This design comes from an exercise in tuning for small area, a short achievable clock period and few clock cycles per item on the open sky130 flow, not from production work. At most, simulation tests tie the RTL to the original design; equivalence was not proved. Power and IR drop assume default switching activity.

==> job 2743 <==
// pvt_derating_factor_interpolator
module pvt_derating_factor_interpolator (
  input  logic                                clk,
  input  logic                                rst_n,
  input  logic                                in_valid,
  output logic                                in_ready,
  input  logic [pdfi_pkg::VOLT_W-1:0]         in_voltage_mv,
  input  logic signed [pdfi_pkg::TEMP_W-1:0]  in_temperature_decideg,
  input  logic [pdfi_pkg::CORNER_W-1:0]       in_process_corner,
  output logic                                out_valid,
  input  logic                                out_ready,
  output logic [pdfi_pkg::FACTOR_W-1:0]       out_voltage_factor,
  output logic [pdfi_pkg::FACTOR_W-1:0]       out_temperature_factor,
  output logic [pdfi_pkg::FACTOR_W-1:0]       out_process_factor,
  output logic                                out_voltage_ok,
  output logic                                out_temperature_ok,
  output logic                                out_process_ok
);
clock: 7.0 ns
lec_check: 0
abc_area: 1
cap_margin: 20
core_margin: 2
core_utilization: 40
place_density: 0.75
setup_slack_margin: 3.4
slew_margin: 20
run.sh (not shown) runs the stock make flow with config.mk's settings and CLKGATE_MAP_FILE= SYNTH_SCRIPT=/design/flow/synth_recipe.tcl, a recipe that flattens the netlist after the stock synthesis.
==> inputs of job 978, as changes to job 2743 <==
--- a/flow/design.v
+++ b/flow/design.v
@@ -8,8 +8,6 @@
   localparam int VSW = 9;
   localparam int TUW = 6;
   localparam int TSW = 36;
-  localparam int VGN = 1;   
-  localparam int TGN = 1;
   localparam int VNB = 10;
   localparam int TNB = 10;
   localparam logic [FACTOR_W-1:0] PF_SLOW = 22'd1231275;
PLACE_DENSITY = not set   (was 0.75)
SETUP_SLACK_MARGIN = 3.7   (was 3.4)
==> notes <==
Against job 2743, the non-clock buffer count of job 978 is higher by 130.
Between job 2743 and job 978, the lower utilization is in job 2743 (gap 7.4 points).
Combinational power: job 978 is higher than job 2743 (29%).
Against job 978, the global-route usage of job 2743 is lower by 1.9 points.
Against job 2743, the sequential share of layout area of job 978 is lower by 3.4 points.
Count of clock-buffer cells in the layout is the same in job 978 and job 2743.
Die area is the same in job 2743 and job 978.
Sequential power is about the same in job 2743 and job 978.
Between job 978 and job 2743, the lower first-iteration DRC count is in job 978 (gap about 9%, measured against job 2743).
Testbench counts of job 978, summed over its fixed seeds: cycles 16,016, items 16,000.
Function not checked in job 2743: the RTL went through the layout flow alone.


==> job 1977: inputs <==
Another version of the RTL of pvt_derating_factor_interpolator (not shown whole).
export LEC_CHECK = 0
export CAP_MARGIN = 20
export CORE_MARGIN = 2
export CORE_UTILIZATION = 40
export SLEW_MARGIN = 20
create_clock -name core_clock -period 7.0 [get_ports {clk}]
==> job 6154: changes against job 1977 <==
--- a/flow/config.mk
+++ b/flow/config.mk
@@ -8,4 +8,5 @@
 export CAP_MARGIN = 20
 export CORE_MARGIN = 2
 export CORE_UTILIZATION = 40
+export SETUP_SLACK_MARGIN = 3.5
 export SLEW_MARGIN = 20
==> job 7619: changes against job 1977 <==
--- a/flow/config.mk
+++ b/flow/config.mk
@@ -8,4 +8,5 @@
 export CAP_MARGIN = 20
 export CORE_MARGIN = 2
 export CORE_UTILIZATION = 40
+export SETUP_SLACK_MARGIN = 2.5
 export SLEW_MARGIN = 20
==> metrics.csv <==
metric;value;unit
outcome;complete, no violations;
area_share_clock_buf_inv;0.0193;
power_density;262;nW/um^2
max_freq;219;MHz
place_inst;1720;
slew_headroom;0.326;
met1_usage;0.337;
hold_ws;427;ps
mostFrequentLayoutCells;buf_4, inv_1, nand2_1, edfxtp_1, fa_1;
drtPass1Iterations;6;
clkLatencyLatePin;370;ps
final_common_cell;buf_4;
final_util;0.549;
met2_length;18100;microns
wl;39100;microns
finClkSkew;22.5;ps
min_period_over_period;0.652;
worstReg2RegEnd;u_back.tck_r$_DFFE_PP_;
avgRoutedWirePerCell;20.3;microns
vias;11400;
Source of the figures above: job 6154

==> metrics.csv <==
metric;value;unit
outcome;complete, no violations;
min_period_over_period;0.655;
place_inst;1718;
area_share_clock_buf_inv;0.0217;
hold_ws;421;ps
worstReg2RegEnd;u_back.tck_r$_DFFE_PP_;
finClkSkew;11.7;ps
final_common_cell;inv_1;
vias;10700;
avgRoutedWirePerCell;19.7;microns
drtPass1Iterations;6;
met2_length;15700;microns
Source of the figures above: job 7619

==> metrics.csv <==
metric;value;unit
met1_usage;0.338;
place_inst;1718;
grt_overflow;0;
drtPass1Iterations;7;
avgRoutedWirePerCell;19.5;microns
vias;10200;
min_period_over_period;0.740;
outcome;complete, no violations;
synth_top_cell_area_share;0.249;
worstPathArrival;5280;ps
hold_ws;420;ps
mostFrequentLayoutCells;inv_1, nand2_1, edfxtp_1, fa_1, clkdlybuf4s50_1;
area_share_clock_buf_inv;0.0236;
final_common_cell;inv_1;
slew_headroom;0.293;
final_util;0.456;
finClkSkew;10.6;ps
power_density;282;nW/um^2
clkLatencyLatePin;360;ps
met2_length;14500;microns
Source of the figures above: job 1977

Testbench counts of job 1977, summed over its fixed seeds: cycles 16,016, items 16,000.
Testbench counts of job 6154, summed over its fixed seeds: cycles 16,016, items 16,000.
Testbench counts of job 7619, summed over its fixed seeds: cycles 16,016, items 16,000.


==> inputs of violet <==
pvt_derating_factor_interpolator, a different RTL version from the one above (not shown whole).
clock: 7.0 ns
lec_check: 0
abc_area: 1
cap_margin: 20
core_margin: 2
core_utilization: 40
setup_slack_margin: 3.0
slew_margin: 20
==> willow: changes against violet <==
--- a/flow/design.v
+++ b/flow/design.v
@@ -1,18 +1,18 @@
 package pdfi_pkg;
   localparam int VOLT_W   = 11;
   localparam int TEMP_W   = 12;
   localparam int CORNER_W = 2;
   localparam int FACTOR_W = 22;
   localparam int F_W      = 21;   
-  localparam int VUW = 9;
+  localparam int VUW = 6;
   localparam int VSW = 9;
   localparam int TUW = 12;
   localparam int TSW = 20;
-  localparam int VNB = 10;
+  localparam int VNB = 5;
   localparam int TNB = 10;
   localparam logic [FACTOR_W-1:0] PF_SLOW = 22'd1231275;
   localparam logic [FACTOR_W-1:0] PF_TYP  = 22'd1048576;
   localparam logic [FACTOR_W-1:0] PF_FAST = 22'd918708;
 endpackage
 module pdfi_front (
   input  logic [pdfi_pkg::VOLT_W-1:0]        in_voltage_mv,
@@ -53,23 +53,15 @@
   assign tge[15] = in_temperature_decideg >= 12'sd850;
   assign tge[16] = in_temperature_decideg >= 12'sd950;
   assign tge[17] = in_temperature_decideg >= 12'sd1024;
   assign tge[18] = in_temperature_decideg >= 12'sd1050;
   assign tge[19] = in_temperature_decideg >= 12'sd1150;
   assign tge[20] = in_temperature_decideg > 12'sd1250;
   assign tseg = tge[19:0] & ~tge[20:1];
-  assign vu[0] = ~in_voltage_mv[1:0] == 2'd1;
-  assign vu[1] = ~in_voltage_mv[1:0] == 2'd2;
-  assign vu[2] = ~in_voltage_mv[1:0] == 2'd3;
-  assign vu[3] = ~in_voltage_mv[3:2] == 2'd1;
-  assign vu[4] = ~in_voltage_mv[3:2] == 2'd2;
-  assign vu[5] = ~in_voltage_mv[3:2] == 2'd3;
-  assign vu[6] = ~in_voltage_mv[5:4] == 2'd1;
-  assign vu[7] = ~in_voltage_mv[5:4] == 2'd2;
-  assign vu[8] = ~in_voltage_mv[5:4] == 2'd3;
+  assign vu = in_voltage_mv[pdfi_pkg::VUW-1:0];
   assign tu[0] = in_temperature_decideg[1:0] == 2'd1;
   assign tu[1] = in_temperature_decideg[1:0] == 2'd2;
   assign tu[2] = in_temperature_decideg[1:0] == 2'd3;
   assign tu[3] = in_temperature_decideg[3:2] == 2'd1;
   assign tu[4] = in_temperature_decideg[3:2] == 2'd2;
   assign tu[5] = in_temperature_decideg[3:2] == 2'd3;
   assign tu[6] = in_temperature_decideg[5:4] == 2'd1;
@@ -111,22 +103,23 @@
       tu_q     <= tu_d;
       corner_q <= corner_d;
     end
   end
 endmodule
 module pdfi_vlane (
   input  logic [8:0] seg,
-  input  logic [8:0] dsel,
+  input  logic [5:0] u,
   output logic [20:0] ls,
-  output logic [9:0] gb,
+  output logic [4:0] gb,
   output logic ck
 );
   logic [27:0] e;
   logic [17:0] g;
   logic [18:0] g3;
+  logic [5:0] m;
   logic d0_1, d0_2, d0_3;
   logic [18:0] r0;
   logic d1_1, d1_2, d1_3;
   logic [18:0] r1;
   logic d2_1, d2_2, d2_3;
   logic [18:0] r2;
   logic [27:0] sa, sb;
@@ -267,17 +260,18 @@
   assign g3[12] = ~(seg[2] | seg[3] | seg[4] | seg[8]);
   assign g3[13] = seg[2] | seg[3] | seg[4] | seg[8];
   assign g3[14] = ~(seg[0] | seg[1] | seg[2] | seg[3]);
   assign g3[15] = seg[5] | seg[6] | seg[8];
   assign g3[16] = seg[0] | seg[1] | seg[4] | seg[8];
   assign g3[17] = ~(seg[4] | seg[5] | seg[6] | seg[7]);
   assign g3[18] = ~(seg[8]);
-  assign d0_1 = dsel[0];
-  assign d0_2 = dsel[1];
-  assign d0_3 = dsel[2];
+  assign m = ~u;
+  assign d0_1 = m[1:0] == 2'd1;
+  assign d0_2 = m[1:0] == 2'd2;
+  assign d0_3 = m[1:0] == 2'd3;
   assign r0[0] = (d0_1 & g[0]) | (d0_3 & g3[0]);
   assign r0[1] = (d0_1 & g[1]) | (d0_2 & g[0]) | (d0_3 & g3[1]);
   assign r0[2] = (d0_1 & g[2]) | (d0_2 & g[1]) | (d0_3 & g3[2]);
   assign r0[3] = (d0_1 & g[3]) | (d0_2 & g[2]) | (d0_3 & g3[3]);
   assign r0[4] = (d0_1 & g[4]) | (d0_2 & g[3]) | (d0_3 & g3[4]);
   assign r0[5] = (d0_1 & g[5]) | (d0_2 & g[4]) | (d0_3 & g3[5]);
   assign r0[6] = (d0_1 & g[6]) | (d0_2 & g[5]) | (d0_3 & g3[6]);
@@ -289,17 +283,17 @@
   assign r0[12] = (d0_1 & g[12]) | (d0_2 & g[11]) | (d0_3 & g3[12]);
   assign r0[13] = (d0_1 & g[13]) | (d0_2 & g[12]) | (d0_3 & g3[13]);
   assign r0[14] = (d0_1 & g[14]) | (d0_2 & g[13]) | (d0_3 & g3[14]);
   assign r0[15] = (d0_1 & g[15]) | (d0_2 & g[14]) | (d0_3 & g3[15]);
   assign r0[16] = (d0_1 & g[16]) | (d0_2 & g[15]) | (d0_3 & g3[16]);
   assign r0[17] = (d0_1 & g[17]) | (d0_2 & g[16]) | (d0_3 & g3[17]);
   assign r0[18] = (d0_2 & g[17]) | (d0_3 & g3[18]);
-  assign d1_1 = dsel[3];
-  assign d1_2 = dsel[4];
-  assign d1_3 = dsel[5];
+  assign d1_1 = m[3:2] == 2'd1;
+  assign d1_2 = m[3:2] == 2'd2;
+  assign d1_3 = m[3:2] == 2'd3;
   assign r1[0] = (d1_1 & g[0]) | (d1_3 & g3[0]);
   assign r1[1] = (d1_1 & g[1]) | (d1_2 & g[0]) | (d1_3 & g3[1]);
   assign r1[2] = (d1_1 & g[2]) | (d1_2 & g[1]) | (d1_3 & g3[2]);
   assign r1[3] = (d1_1 & g[3]) | (d1_2 & g[2]) | (d1_3 & g3[3]);
   assign r1[4] = (d1_1 & g[4]) | (d1_2 & g[3]) | (d1_3 & g3[4]);
   assign r1[5] = (d1_1 & g[5]) | (d1_2 & g[4]) | (d1_3 & g3[5]);
   assign r1[6] = (d1_1 & g[6]) | (d1_2 & g[5]) | (d1_3 & g3[6]);
@@ -311,17 +305,17 @@
   assign r1[12] = (d1_1 & g[12]) | (d1_2 & g[11]) | (d1_3 & g3[12]);
   assign r1[13] = (d1_1 & g[13]) | (d1_2 & g[12]) | (d1_3 & g3[13]);
   assign r1[14] = (d1_1 & g[14]) | (d1_2 & g[13]) | (d1_3 & g3[14]);
   assign r1[15] = (d1_1 & g[15]) | (d1_2 & g[14]) | (d1_3 & g3[15]);
   assign r1[16] = (d1_1 & g[16]) | (d1_2 & g[15]) | (d1_3 & g3[16]);
   assign r1[17] = (d1_1 & g[17]) | (d1_2 & g[16]) | (d1_3 & g3[17]);
   assign r1[18] = (d1_2 & g[17]) | (d1_3 & g3[18]);
-  assign d2_1 = dsel[6];
-  assign d2_2 = dsel[7];
-  assign d2_3 = dsel[8];
+  assign d2_1 = m[5:4] == 2'd1;
+  assign d2_2 = m[5:4] == 2'd2;
+  assign d2_3 = m[5:4] == 2'd3;
   assign r2[0] = (d2_1 & g[0]) | (d2_3 & g3[0]);
   assign r2[1] = (d2_1 & g[1]) | (d2_2 & g[0]) | (d2_3 & g3[1]);
   assign r2[2] = (d2_1 & g[2]) | (d2_2 & g[1]) | (d2_3 & g3[2]);
   assign r2[3] = (d2_1 & g[3]) | (d2_2 & g[2]) | (d2_3 & g3[3]);
   assign r2[4] = (d2_1 & g[4]) | (d2_2 & g[3]) | (d2_3 & g3[4]);
   assign r2[5] = (d2_1 & g[5]) | (d2_2 & g[4]) | (d2_3 & g3[5]);
   assign r2[6] = (d2_1 & g[6]) | (d2_2 & g[5]) | (d2_3 & g3[6]);
@@ -467,24 +461,19 @@
   assign sb[25] = 1'b0;
   assign sa[26] = e[26];
   assign sb[26] = 1'b0;
   assign sa[27] = e[27];
   assign sb[27] = 1'b0;
   logic [6:0] lo_unused;
   assign {ck, lo_unused} = 8'(sa[6:0]) + 8'(sb[6:0]);
-  assign {gb[0], ls[1:0]} = 3'(sa[8:7]) + 3'(sb[8:7]);
-  assign {gb[1], ls[3:2]} = 3'(sa[10:9]) + 3'(sb[10:9]);
-  assign {gb[2], ls[5:4]} = 3'(sa[12:11]) + 3'(sb[12:11]);
-  assign {gb[3], ls[7:6]} = 3'(sa[14:13]) + 3'(sb[14:13]);
-  assign {gb[4], ls[9:8]} = 3'(sa[16:15]) + 3'(sb[16:15]);
-  assign {gb[5], ls[11:10]} = 3'(sa[18:17]) + 3'(sb[18:17]);
-  assign {gb[6], ls[13:12]} = 3'(sa[20:19]) + 3'(sb[20:19]);
-  assign {gb[7], ls[15:14]} = 3'(sa[22:21]) + 3'(sb[22:21]);
-  assign {gb[8], ls[17:16]} = 3'(sa[24:23]) + 3'(sb[24:23]);
-  assign {gb[9], ls[20:18]} = 4'(sa[27:25]) + 4'(sb[27:25]);
+  assign {gb[0], ls[3:0]} = 5'(sa[10:7]) + 5'(sb[10:7]);
+  assign {gb[1], ls[7:4]} = 5'(sa[14:11]) + 5'(sb[14:11]);
+  assign {gb[2], ls[11:8]} = 5'(sa[18:15]) + 5'(sb[18:15]);
+  assign {gb[3], ls[15:12]} = 5'(sa[22:19]) + 5'(sb[22:19]);
+  assign {gb[4], ls[20:16]} = 6'(sa[27:23]) + 6'(sb[27:23]);
 endmodule
 module pdfi_tlane (
   input  logic [19:0] seg,
   input  logic [11:0] dsel,
   output logic [20:0] ls,
   output logic [9:0] gb,
   output logic ck
@@ -954,51 +943,36 @@
   assign {gb[6], ls[13:12]} = 3'(sa[22:21]) + 3'(sb[22:21]);
   assign {gb[7], ls[15:14]} = 3'(sa[24:23]) + 3'(sb[24:23]);
   assign {gb[8], ls[17:16]} = 3'(sa[26:25]) + 3'(sb[26:25]);
   assign {gb[9], ls[20:18]} = 4'(sa[29:27]) + 4'(sb[29:27]);
 endmodule
 module pdfi_vresolve (
   input  logic [20:0] ls,
-  input  logic [9:0] gb,
+  input  logic [4:0] gb,
   input  logic ck,
   output logic [20:0] f
 );
-  logic [10:0] c;
-  logic [9:0] pb;
+  logic [5:0] c;
+  logic [4:0] pb;
   assign c[0] = ck;
-  assign pb[0] = &ls[1:0];
+  assign pb[0] = &ls[3:0];
   assign c[1] = gb[0] | (pb[0] & c[0]);
-  assign f[1:0] = ls[1:0] + 2'(c[0]);
-  assign pb[1] = &ls[3:2];
+  assign f[3:0] = ls[3:0] + 4'(c[0]);
+  assign pb[1] = &ls[7:4];
   assign c[2] = gb[1] | (pb[1] & c[1]);
-  assign f[3:2] = ls[3:2] + 2'(c[1]);
-  assign pb[2] = &ls[5:4];
+  assign f[7:4] = ls[7:4] + 4'(c[1]);
+  assign pb[2] = &ls[11:8];
   assign c[3] = gb[2] | (pb[2] & c[2]);
-  assign f[5:4] = ls[5:4] + 2'(c[2]);
-  assign pb[3] = &ls[7:6];
+  assign f[11:8] = ls[11:8] + 4'(c[2]);
+  assign pb[3] = &ls[15:12];
   assign c[4] = gb[3] | (pb[3] & c[3]);
-  assign f[7:6] = ls[7:6] + 2'(c[3]);
-  assign pb[4] = &ls[9:8];
+  assign f[15:12] = ls[15:12] + 4'(c[3]);
+  assign pb[4] = &ls[20:16];
   assign c[5] = gb[4] | (pb[4] & c[4]);
-  assign f[9:8] = ls[9:8] + 2'(c[4]);
-  assign pb[5] = &ls[11:10];
-  assign c[6] = gb[5] | (pb[5] & c[5]);
-  assign f[11:10] = ls[11:10] + 2'(c[5]);
-  assign pb[6] = &ls[13:12];
-  assign c[7] = gb[6] | (pb[6] & c[6]);
-  assign f[13:12] = ls[13:12] + 2'(c[6]);
-  assign pb[7] = &ls[15:14];
-  assign c[8] = gb[7] | (pb[7] & c[7]);
-  assign f[15:14] = ls[15:14] + 2'(c[7]);
-  assign pb[8] = &ls[17:16];
-  assign c[9] = gb[8] | (pb[8] & c[8]);
-  assign f[17:16] = ls[17:16] + 2'(c[8]);
-  assign pb[9] = &ls[20:18];
-  assign c[10] = gb[9] | (pb[9] & c[9]);
-  assign f[20:18] = ls[20:18] + 3'(c[9]);
+  assign f[20:16] = ls[20:16] + 5'(c[4]);
 endmodule
 module pdfi_tresolve (
   input  logic [20:0] ls,
   input  logic [9:0] gb,
   input  logic ck,
   output logic [20:0] f
 );
@@ -1161,15 +1135,15 @@
     .vu_q     (vu_q),
     .tseg_q   (tseg_q),
     .tu_q     (tu_q),
     .corner_q (corner_q)
   );
   pdfi_vlane u_vlane (
     .seg (vseg_q),
-    .dsel (vu_q),
+    .u    (vu_q),
     .ls  (vls),
     .gb  (vgb),
     .ck  (vck)
   );
   pdfi_tlane u_tlane (
     .seg (tseg_q),
     .dsel (tu_q),
- SETUP_SLACK_MARGIN: 3.0 -> 3.4
==> summary.txt <==
Status
  • Outcome: complete, no violations

Timing
  • WHS: around 0.43 ns
  • Worst-Margin Slew: between 0.8 and 0.9 ns

Finish
  • Synth-to-layout area growth: 32.39%
  • Register fraction of the total cell area: 22.18%
  • Share of cells above drive strength 1: about a quarter
  • Final instance area: 0.01480 mm2
  • Clock buf/inv share: under 10%

Power
  • P_leak: just over 7 nW

Clock network
  • Post_cts resized: 223

Global routing
  • Vias in the first global route: approximately 11,000
The numbers above come from willow.

==> summary.txt <==
Finish
  • Final instance area: 0.01392 mm2
  • Share of cells above drive strength 1: 16.04%
  • Register fraction of the total cell area: between 20% and 30%
  • Synth-to-layout area growth: 23.13%
  • Clock buf/inv share: 3.937%

Status
  • Outcome: complete, no violations

Global routing
  • Vias in the first global route: around 9,400

Timing
  • WHS: ~0.42 ns

Setup path
  • Crit-path cells: nand3_2 > nand2_4 > nand2_2 > nand2_2 > nand2_2 > nand2_2 > nand2_2 > nand2_2 > nand2_2 > nand2_2 > nand2_2 > nand2_2 > nand2_2 > nand2_2 > buf_4 > ha_1 > o21ai_0 > a21oi_1 > dlygate4sd2_1

Detailed routing
  • Post-route DRC: 0

Power
  • P_leak: roughly 6.7 nW
The numbers above come from violet.

Testbench counts of violet, summed over its fixed seeds: cycles 16,016, items 16,000.
Only the layout flow was run in willow; the RTL was not checked for function there.

==> afterwards: timing with drivers on the ports <==
Ports are ideal in the flow. The routed layouts listed here were re-timed in OpenROAD. Step 1 (the two cells are an assumption about what drives the block):
set clk [get_ports {clk}]
set_driving_cell -lib_cell sky130_fd_sc_hd__clkbuf_16 $clk
set_driving_cell -lib_cell sky130_fd_sc_hd__buf_2 [delete_from_list [all_inputs] $clk]
Step 2 moves the port delays by t, midway between the first and last clock arrival at a register: inputs arrive t later, outputs are due t later. That takes back most of the time a late clock gives input paths. Three values: no drivers, after step 1, after step 2; two values: the first two.
run | t (ns) | setup slack, ns | cell pins on the clock port's net
job 2743 | 0.478 | 3.386 / 3.362 / 3.362 | 1
job 978 | 0.487 | 3.536 / 3.500 / 3.536 | 1
job 1977 | 0.402 | 1.823 / 1.823 / 1.823 | 1
job 6154 | 0.410 | 2.434 / 2.434 / 2.434 | 1
job 7619 | 0.405 | 2.414 / 2.414 / 2.414 | 1
violet | 0.476 | 3.046 / 2.998 / 3.059 | 1
willow | 0.404 | 3.044 / 3.044 / 3.044 | 1
After both steps setup and hold are still met in every run listed. For job 2743, which loses most, drivers alone change the setup slack by -0.024 ns; drivers and shift together by -0.024 ns.
